What follows belongs to an exercise in optimizing a design on an open flow for small area, a short achievable clock period and few clock cycles per item; a production flow would make more cautious choices.
In this exercise RTL edits were held to simulation tests only and were not proved equivalent to the original.

==> inputs of run X <==
==> flow/design.v <==
package tbs_pkg;
  localparam int unsigned ID_W    = 32;
  localparam int unsigned TOKEN_W = 16;
  localparam int unsigned EVENT_W = 3;
  localparam int unsigned LEVEL_W = 5;
  localparam int unsigned ENTRY_W = ID_W + TOKEN_W;
  localparam logic [TOKEN_W-1:0] BUCKET_RESET = 16'd10;
  localparam logic REQ_TICK   = 1'b0;
  localparam logic REQ_PACKET = 1'b1;
  typedef enum logic [EVENT_W-1:0] {
    EV_TOKEN_ADDED   = 3'd0,
    EV_TOKEN_DROPPED = 3'd1,
    EV_TOO_BIG       = 3'd2,
    EV_QUEUED        = 3'd3,
    EV_QUEUE_FULL    = 3'd4,
    EV_PASSED        = 3'd5
  } event_t;
  typedef enum logic [1:0] {
    ST_IDLE = 2'b01,
    ST_EXEC = 2'b10
  } state_t;
endpackage
module tbs_ram #(
  parameter int unsigned WIDTH = 48,
  parameter int unsigned DEPTH = 16
) (
  input  logic                     clk,
  input  logic                     we,
  input  logic [$clog2(DEPTH)-1:0] waddr,
  input  logic [WIDTH-1:0]         wdata,
  input  logic [$clog2(DEPTH)-1:0] raddr,
  output logic [WIDTH-1:0]         rdata
);
  logic [WIDTH-1:0] mem [DEPTH];
  always_ff @(posedge clk) begin
    if (we) begin
      mem[waddr] <= wdata;
    end
    rdata <= mem[raddr];
  end
endmodule
module token_bucket_shaper #(
  parameter int unsigned QUEUE_DEPTH = 16
) (
  input  logic                         clk,
  input  logic                         rst,
  input  logic                         cfg_wen,
  input  logic [tbs_pkg::TOKEN_W-1:0]  cfg_wdata,    
  input  logic                         s_tvalid,
  output logic                         s_tready,
  input  logic [47:0]                  s_tdata,      
  input  logic                         s_tuser,      
  output logic                         m_tvalid,
  input  logic                         m_tready,
  output logic [55:0]                  m_tdata,      
  output logic [3:0]                   m_tuser       
);
  localparam int unsigned IW = tbs_pkg::ID_W;
  localparam int unsigned TW = tbs_pkg::TOKEN_W;
  localparam int unsigned PW = $clog2(QUEUE_DEPTH);
  localparam int unsigned CW = $clog2(QUEUE_DEPTH + 1);
  function automatic logic [TW:0] sub_ks(input logic [TW-1:0] a, input logic [TW-1:0] b);
    logic [TW-1:0] g;
    logic [TW-1:0] p;
    logic [TW-1:0] x;
    x = a ^ ~b;
    g = a & ~b;
    p = x;
    g[0] = g[0] | p[0];
    for (int k = 1; k < TW; k = k * 2) begin
      for (int i = TW - 1; i >= k; i--) begin
        g[i] = g[i] | (p[i] & g[i-k]);
        p[i] = p[i] & p[i-k];
      end
    end
    sub_ks = {g[TW-1], x ^ {g[TW-2:0], 1'b1}};
  endfunction
  function automatic logic [2*TW+1:0] sub_cs(input logic [TW-1:0] a, input logic [TW-1:0] b);
    logic [TW-1:0] g;
    logic [TW-1:0] p;
    logic [TW-1:0] x;
    x = a ^ ~b;
    g = a & ~b;
    p = x;
    for (int k = 1; k < TW; k = k * 2) begin
      for (int i = TW - 1; i >= k; i--) begin
        g[i] = g[i] | (p[i] & g[i-k]);
        p[i] = p[i] & p[i-k];
      end
    end
    sub_cs = {g[TW-1], x ^ {g[TW-2:0], 1'b0},
              g[TW-1] | p[TW-1], x ^ ({g[TW-2:0], 1'b0} | {p[TW-2:0], 1'b1})};
  endfunction
  function automatic logic [TW-1:0] dec_t(input logic [TW-1:0] a);
    logic [TW-1:0] c;
    c[0] = 1'b1;
    for (int i = 1; i < TW; i++) c[i] = ~|(a & ((TW'(1) << i) - 1'b1));
    dec_t = a ^ c;
  endfunction
  function automatic logic [TW-1:0] inc_t(input logic [TW-1:0] a);
    logic [TW-1:0] c;
    c[0] = 1'b1;
    for (int i = 1; i < TW; i++) c[i] = &(a | ~((TW'(1) << i) - 1'b1));
    inc_t = a ^ c;
  endfunction
  function automatic logic [CW-1:0] inc_c(input logic [CW-1:0] a);
    logic [CW-1:0] c;
    c[0] = 1'b1;
    for (int i = 1; i < CW; i++) c[i] = &(a | ~((CW'(1) << i) - 1'b1));
    inc_c = a ^ c;
  endfunction
  function automatic logic [CW-1:0] dec_c(input logic [CW-1:0] a);
    logic [CW-1:0] c;
    c[0] = 1'b1;
    for (int i = 1; i < CW; i++) c[i] = ~|(a & ((CW'(1) << i) - 1'b1));
    dec_c = a ^ c;
  endfunction
  function automatic logic [PW-1:0] inc_p(input logic [PW-1:0] a);
    logic [PW-1:0] c;
    c[0] = 1'b1;
    for (int i = 1; i < PW; i++) c[i] = &(a | ~((PW'(1) << i) - 1'b1));
    inc_p = a ^ c;
  endfunction
  logic               sk_v;
  logic               sk_kind;
  logic [IW-1:0]      sk_id;
  logic [TW-1:0]      sk_need;
  logic               sk_big;
  logic               in_v;
  logic               in_kind;
  logic [IW-1:0]      in_id;
  logic [TW-1:0]      in_need;
  logic               in_big;      
  logic               out_v;
  tbs_pkg::event_t    out_ev;
  logic               out_rel;
  logic [IW-1:0]      out_rid;
  logic [TW-1:0]      bucket_size;
  logic [TW-1:0]      tokens;
  logic [CW-1:0]      count;
  logic [PW-1:0]      head;
  logic [PW-1:0]      head1;       
  logic [PW-1:0]      tail;
  logic [TW-1:0]      head_need_m1;    
  logic               head_need_z;     
  logic [IW-1:0]      mem_id   [QUEUE_DEPTH];
  logic [TW-1:0]      mem_need_m1 [QUEUE_DEPTH];    
  logic               mem_need_z  [QUEUE_DEPTH];    
  logic               accept;
  logic               fire;
  logic               in_load;
  logic               q_empty;
  logic               q_full;
  logic [TW-1:0]      s_need;
  logic               s_big;
  logic [TW:0]        s_cmp;
  logic               is_tick;
  logic [TW-1:0]      tok_p1;
  logic [2*TW+1:0]    dif_hh;      
  logic               ge_h;
  logic               ge_h1;
  logic [TW:0]        dif_n;       
  logic [TW:0]        dif_b;       
  logic               lt;
  logic               tick_rel;
  logic               pass;
  logic               push;
  logic               pop;
  logic [TW-1:0]      tokens_next;
  tbs_pkg::event_t    ev_next;
  logic               rel_next;
  logic [IW-1:0]      rid_next;
  logic [TW-1:0]      next_need_m1;
  logic               next_need_z;
  logic [TW-1:0]      in_need_m1;
  logic               in_need_z;
  logic [IW-1:0]      head_id;
  assign s_tready = !sk_v;
  assign accept   = s_tvalid && !sk_v;
  assign fire     = in_v && (!out_v || m_tready);
  assign in_load  = !in_v || fire;
  assign q_empty  = (count == '0);
  assign q_full   = count[CW-1];
  assign s_need   = s_tdata[tbs_pkg::ENTRY_W-1:IW];
  assign s_cmp    = sub_ks(bucket_size, s_need);
  assign s_big    = !s_cmp[TW];
  assign is_tick  = (in_kind == tbs_pkg::REQ_TICK);
  assign tok_p1   = inc_t(tokens);
  assign dif_hh   = sub_cs(tokens, head_need_m1);
  assign ge_h     = dif_hh[2*TW+1] || head_need_z;
  assign ge_h1    = dif_hh[TW] || head_need_z;
  assign dif_n    = sub_ks(tokens, in_need);
  assign dif_b    = sub_ks(tokens, bucket_size);
  assign lt       = !dif_b[TW];
  assign tick_rel = !q_empty && (lt ? ge_h1 : ge_h);
  assign pass     = !in_big && q_empty && dif_n[TW];
  assign pop      = is_tick && tick_rel;
  assign push     = !is_tick && !in_big && !pass && !q_full;
  always_comb begin
    if (is_tick) begin
      ev_next  = lt ? tbs_pkg::EV_TOKEN_ADDED : tbs_pkg::EV_TOKEN_DROPPED;
      rel_next = tick_rel;
      rid_next = tick_rel ? head_id : '0;
    end else begin
      rel_next = pass;
      rid_next = pass ? in_id : '0;
      if (in_big)      ev_next = tbs_pkg::EV_TOO_BIG;
      else if (pass)   ev_next = tbs_pkg::EV_PASSED;
      else if (q_full) ev_next = tbs_pkg::EV_QUEUE_FULL;
      else             ev_next = tbs_pkg::EV_QUEUED;
    end
  end
  always_comb begin
    if (is_tick) begin
      if (lt) tokens_next = tick_rel ? dif_hh[TW-1:0]      : tok_p1;
      else    tokens_next = tick_rel ? dif_hh[2*TW:TW+1]   : tokens;
    end else begin
      tokens_next = pass ? dif_n[TW-1:0] : tokens;
    end
  end
  assign in_need_m1 = dec_t(in_need);
  assign in_need_z  = (in_need == '0);
  always_comb begin
    next_need_m1 = '0;
    next_need_z  = 1'b0;
    head_id   = '0;
    for (int i = 0; i < QUEUE_DEPTH; i++) begin
      next_need_m1 = next_need_m1 | (mem_need_m1[i] & {TW{head1 == PW'(i)}});
      next_need_z  = next_need_z  | (mem_need_z[i]  & (head1 == PW'(i)));
      head_id   = head_id   | (mem_id[i]   & {IW{head  == PW'(i)}});
    end
  end
  always_ff @(posedge clk) begin
    if (rst) begin
      sk_v        <= 1'b0;
      in_v        <= 1'b0;
      out_v       <= 1'b0;
      bucket_size <= tbs_pkg::BUCKET_RESET;
      tokens      <= '0;
      count       <= '0;
      head        <= '0;
      head1       <= PW'(1);
      tail        <= '0;
    end else begin
      if (cfg_wen) begin
        bucket_size <= cfg_wdata;
      end
      if (sk_v) begin
        if (in_load) sk_v <= 1'b0;
      end else begin
        if (accept && !in_load) sk_v <= 1'b1;
      end
      if (in_load) begin
        in_v <= sk_v || accept;
      end
      if (fire) begin
        out_v <= 1'b1;
      end else if (m_tready) begin
        out_v <= 1'b0;
      end
      if (fire) begin
        tokens <= tokens_next;
        if (push) begin
          count <= inc_c(count);
          tail  <= inc_p(tail);
        end
        if (pop) begin
          count <= dec_c(count);
          head  <= head1;
          head1 <= inc_p(head1);
        end
      end
    end
  end
  always_ff @(posedge clk) begin
    if (!sk_v) begin
      sk_kind <= s_tuser;
      sk_id   <= s_tdata[IW-1:0];
      sk_need <= s_need;
      sk_big  <= s_big;
    end
    if (in_load) begin
      if (sk_v) begin
        in_kind <= sk_kind;
        in_id   <= sk_id;
        in_need <= sk_need;
        in_big  <= sk_big;
      end else begin
        in_kind <= s_tuser;
        in_id   <= s_tdata[IW-1:0];
        in_need <= s_need;
        in_big  <= s_big;
      end
    end
    if (fire) begin
      out_ev  <= ev_next;
      out_rel <= rel_next;
      out_rid <= rid_next;
      if (pop) begin
        head_need_m1 <= next_need_m1;
        head_need_z  <= next_need_z;
      end else if (q_empty) begin
        head_need_m1 <= in_need_m1;
        head_need_z  <= in_need_z;
      end
    end
    if (!q_full) begin
      mem_id[tail]   <= in_id;
      mem_need_m1[tail] <= in_need_m1;
      mem_need_z[tail]  <= in_need_z;
    end
  end
  assign m_tvalid = out_v;
  assign m_tdata  = {3'b000, count, tokens, out_rid};
  assign m_tuser  = {out_rel, out_ev};
endmodule
==> flow/run.sh <==
#!/bin/bash
# synth_recipe.tcl (not shown) runs the flow's synth.tcl, then flattens the netlist and writes it again
# the make line also repeats each setting of config.mk as NAME=value (left out here)
make -C /OpenROAD-flow-scripts/flow DESIGN_CONFIG=/design/flow/config.mk WORK_HOME=/design/flow/orfs CLKGATE_MAP_FILE= SYNTH_SCRIPT=/design/flow/synth_recipe.tcl finish
==> flow/config.mk <==
export PLATFORM = sky130hd
export DESIGN_NAME = token_bucket_shaper
export DESIGN_NICKNAME = token_bucket_shaper
export VERILOG_FILES = /design/flow/design.v
export SDC_FILE = /design/flow/constraint.sdc
export NUM_CORES = 4
export LEC_CHECK = 0
export ABC_AREA = 1
export CAP_MARGIN = 20
export CORE_MARGIN = 2
export CORE_UTILIZATION = 70
export SETUP_SLACK_MARGIN = 3.0
export SLEW_MARGIN = 20
==> flow/constraint.sdc <==
create_clock -name core_clock -period 5.5 [get_ports {clk}]
set_input_delay 1.1000 -clock core_clock [delete_from_list [all_inputs] [get_ports {clk}]]
set_output_delay 1.1000 -clock core_clock [all_outputs]
set_load 0.01 [all_outputs]
==> run G (differences from run X) <==
--- a/flow/design.v
+++ b/flow/design.v
@@ -122,9 +122,4 @@
     inc_p = a ^ c;
   endfunction
-  logic               sk_v;
-  logic               sk_kind;
-  logic [IW-1:0]      sk_id;
-  logic [TW-1:0]      sk_need;
-  logic               sk_big;
   logic               in_v;
   logic               in_kind;
@@ -176,6 +171,6 @@
   logic               in_need_z;
   logic [IW-1:0]      head_id;
-  assign s_tready = !sk_v;
-  assign accept   = s_tvalid && !sk_v;
+  assign s_tready = in_load;
+  assign accept   = s_tvalid && in_load;
   assign fire     = in_v && (!out_v || m_tready);
   assign in_load  = !in_v || fire;
@@ -233,5 +228,4 @@
   always_ff @(posedge clk) begin
     if (rst) begin
-      sk_v        <= 1'b0;
       in_v        <= 1'b0;
       out_v       <= 1'b0;
@@ -246,11 +240,6 @@
         bucket_size <= cfg_wdata;
       end
-      if (sk_v) begin
-        if (in_load) sk_v <= 1'b0;
-      end else begin
-        if (accept && !in_load) sk_v <= 1'b1;
-      end
       if (in_load) begin
-        in_v <= sk_v || accept;
+        in_v <= s_tvalid;
       end
       if (fire) begin
@@ -274,22 +263,9 @@
   end
   always_ff @(posedge clk) begin
-    if (!sk_v) begin
-      sk_kind <= s_tuser;
-      sk_id   <= s_tdata[IW-1:0];
-      sk_need <= s_need;
-      sk_big  <= s_big;
-    end
     if (in_load) begin
-      if (sk_v) begin
-        in_kind <= sk_kind;
-        in_id   <= sk_id;
-        in_need <= sk_need;
-        in_big  <= sk_big;
-      end else begin
-        in_kind <= s_tuser;
-        in_id   <= s_tdata[IW-1:0];
-        in_need <= s_need;
-        in_big  <= s_big;
-      end
+      in_kind <= s_tuser;
+      in_id   <= s_tdata[IW-1:0];
+      in_need <= s_need;
+      in_big  <= s_big;
     end
     if (fire) begin
Settings changed: CORE_UTILIZATION 70 to 60, SETUP_SLACK_MARGIN 3.0 to 4.5.
==> run R (differences from run X) <==
--- a/flow/design.v
+++ b/flow/design.v
@@ -145,6 +145,5 @@
   logic               head_need_z;     
   logic [IW-1:0]      mem_id   [QUEUE_DEPTH];
-  logic [TW-1:0]      mem_need_m1 [QUEUE_DEPTH];    
-  logic               mem_need_z  [QUEUE_DEPTH];    
+  logic [TW-1:0]      mem_need [QUEUE_DEPTH];
   logic               accept;
   logic               fire;
@@ -171,8 +170,5 @@
   logic               rel_next;
   logic [IW-1:0]      rid_next;
-  logic [TW-1:0]      next_need_m1;
-  logic               next_need_z;
-  logic [TW-1:0]      in_need_m1;
-  logic               in_need_z;
+  logic [TW-1:0]      next_need;
   logic [IW-1:0]      head_id;
   assign s_tready = !sk_v;
@@ -219,13 +215,9 @@
     end
   end
-  assign in_need_m1 = dec_t(in_need);
-  assign in_need_z  = (in_need == '0);
   always_comb begin
-    next_need_m1 = '0;
-    next_need_z  = 1'b0;
+    next_need = '0;
     head_id   = '0;
     for (int i = 0; i < QUEUE_DEPTH; i++) begin
-      next_need_m1 = next_need_m1 | (mem_need_m1[i] & {TW{head1 == PW'(i)}});
-      next_need_z  = next_need_z  | (mem_need_z[i]  & (head1 == PW'(i)));
+      next_need = next_need | (mem_need[i] & {TW{head1 == PW'(i)}});
       head_id   = head_id   | (mem_id[i]   & {IW{head  == PW'(i)}});
     end
@@ -298,15 +290,14 @@
       out_rid <= rid_next;
       if (pop) begin
-        head_need_m1 <= next_need_m1;
-        head_need_z  <= next_need_z;
+        head_need_m1 <= dec_t(next_need);
+        head_need_z  <= (next_need == '0);
       end else if (q_empty) begin
-        head_need_m1 <= in_need_m1;
-        head_need_z  <= in_need_z;
+        head_need_m1 <= dec_t(in_need);
+        head_need_z  <= (in_need == '0);
       end
     end
     if (!q_full) begin
       mem_id[tail]   <= in_id;
-      mem_need_m1[tail] <= in_need_m1;
-      mem_need_z[tail]  <= in_need_z;
+      mem_need[tail] <= in_need;
     end
   end
Settings changed: CORE_UTILIZATION 70 to 60, SETUP_SLACK_MARGIN 3.0 to 3.5, TNS_END_PERCENT from default to 10.
==> flow_summary.ini <==
[routing]
via_per_inst = 6.77
highest_layer = met5
drtIter0Drc = 3924
drt-total-wl_um = 128000
drt-wirelength-per-cell_um = 29.7

[cells_and_area]
nets = 3622
reg_top3 = mem_id (512), mem_need_m1 (256)
num-multi-input-gates = 1794

[setup_path]
critPathSlowestCell = nor2_4
r2r_end = mem_need_m1[14][12]

[logic_synthesis]
synth_seq_cells = 989
syn_area_um2 = 39800
synth_edf_count = 887

[floorplan]
n_tap_cell = 756

[run_status]
outcome = timing/DRC/antenna clean

[timing]
fin_crit_sh = 0.524

[clock_tree]
cts_buffers = 94

[power_and_ir_drop]
p_comb_frac = 0.069

[global_route]
first_global_vias = 28600
# the run above: run X

==> flow_summary.ini <==
[timing]
fin_crit_sh = 0.517

[routing]
drt-wirelength-per-cell_um = 26.8
via_per_inst = 6.15
drtIter0Drc = 3499
drt-total-wl_um = 123000

[cells_and_area]
num-multi-input-gates = 1963
seq_area_frac = 0.581
nets = 3793
sequential_cell_total = 973
reg_top3 = mem_id (512), mem_need (256)

[logic_synthesis]
synthAdderAreaFrac = 0.0276
synth_seq_cells = 973
syn_area_um2 = 40000

[run_status]
outcome = timing/DRC/antenna clean

[setup_path]
critPathSlowestCell = dfxtp_4
path_common_cell = nand2_1
r2r_end = head_need_m1[10]

[floorplan]
n_tap_cell = 864

[clock_tree]
cts_buffers = 95
# the run above: run R

==> flow_summary.ini <==
[logic_synthesis]
synth_edf_count = 887
synth_seq_cells = 938

[routing]
via_per_inst = 7.08
drtIter0Drc = 5812
drt-total-wl_um = 176000
wl_met3_um = 30100
drt-wirelength-per-cell_um = 38.5

[clock_tree]
cts_buffers = 93

[power_and_ir_drop]
p_comb_frac = 0.090

[run_status]
outcome = timing/DRC/antenna clean

[cells_and_area]
num-multi-input-gates = 1653
reg_top3 = mem_id (512), mem_need_m1 (256)

[global_route]
grt_pass1_wl_um = 217000
first_global_vias = 30200

[setup_path]
critPathSlowestCell = nand4_1
r2r_end = out_rid[10]

[run]
cap_viol_max_count = 0

[timing]
fin_crit_sh = 0.560
# the run above: run G

Testbench counts of run X, summed over its fixed seeds: cycles 16,080, items 16,000.
Testbench counts of run G, summed over its fixed seeds: cycles 16,080, items 16,000.
Testbench counts of run R, summed over its fixed seeds: cycles 16,080, items 16,000.

-- what the ideal ports hide --
In the flow no input, the clock included, has a driving cell. The finished layouts below were timed again as built, in two steps. Step 1, drivers: a clkbuf_16 drives clk and a buf_2 each remaining input, both assumed. Step 2 times the ports against the registers' clock, not the clock port: input delays grow and output delays shrink by t, the midpoint of the rising clock arrivals with the driver on. a / b / c = ideal ports / drivers / drivers and shift; a / b = the first two.
run | t, ns | setup slack, ns | slew at the worst register clock pin (ns) | worst slew at a driven data input, ns
run X | 0.710 | 2.619 / 2.619 / 2.252 | 0.07 / 0.07 | 0.06
run G | 0.766 | 2.421 / 2.421 / 2.392 | 0.10 / 0.10 | 0.07
run R | 0.708 | 2.659 / 2.659 / 2.240 | 0.07 / 0.07 | 0.05
After both steps every run listed still meets setup and hold. The setup slack of run R, which loses most, moves by 0.000 ns with the drivers and by -0.419 ns with both steps.
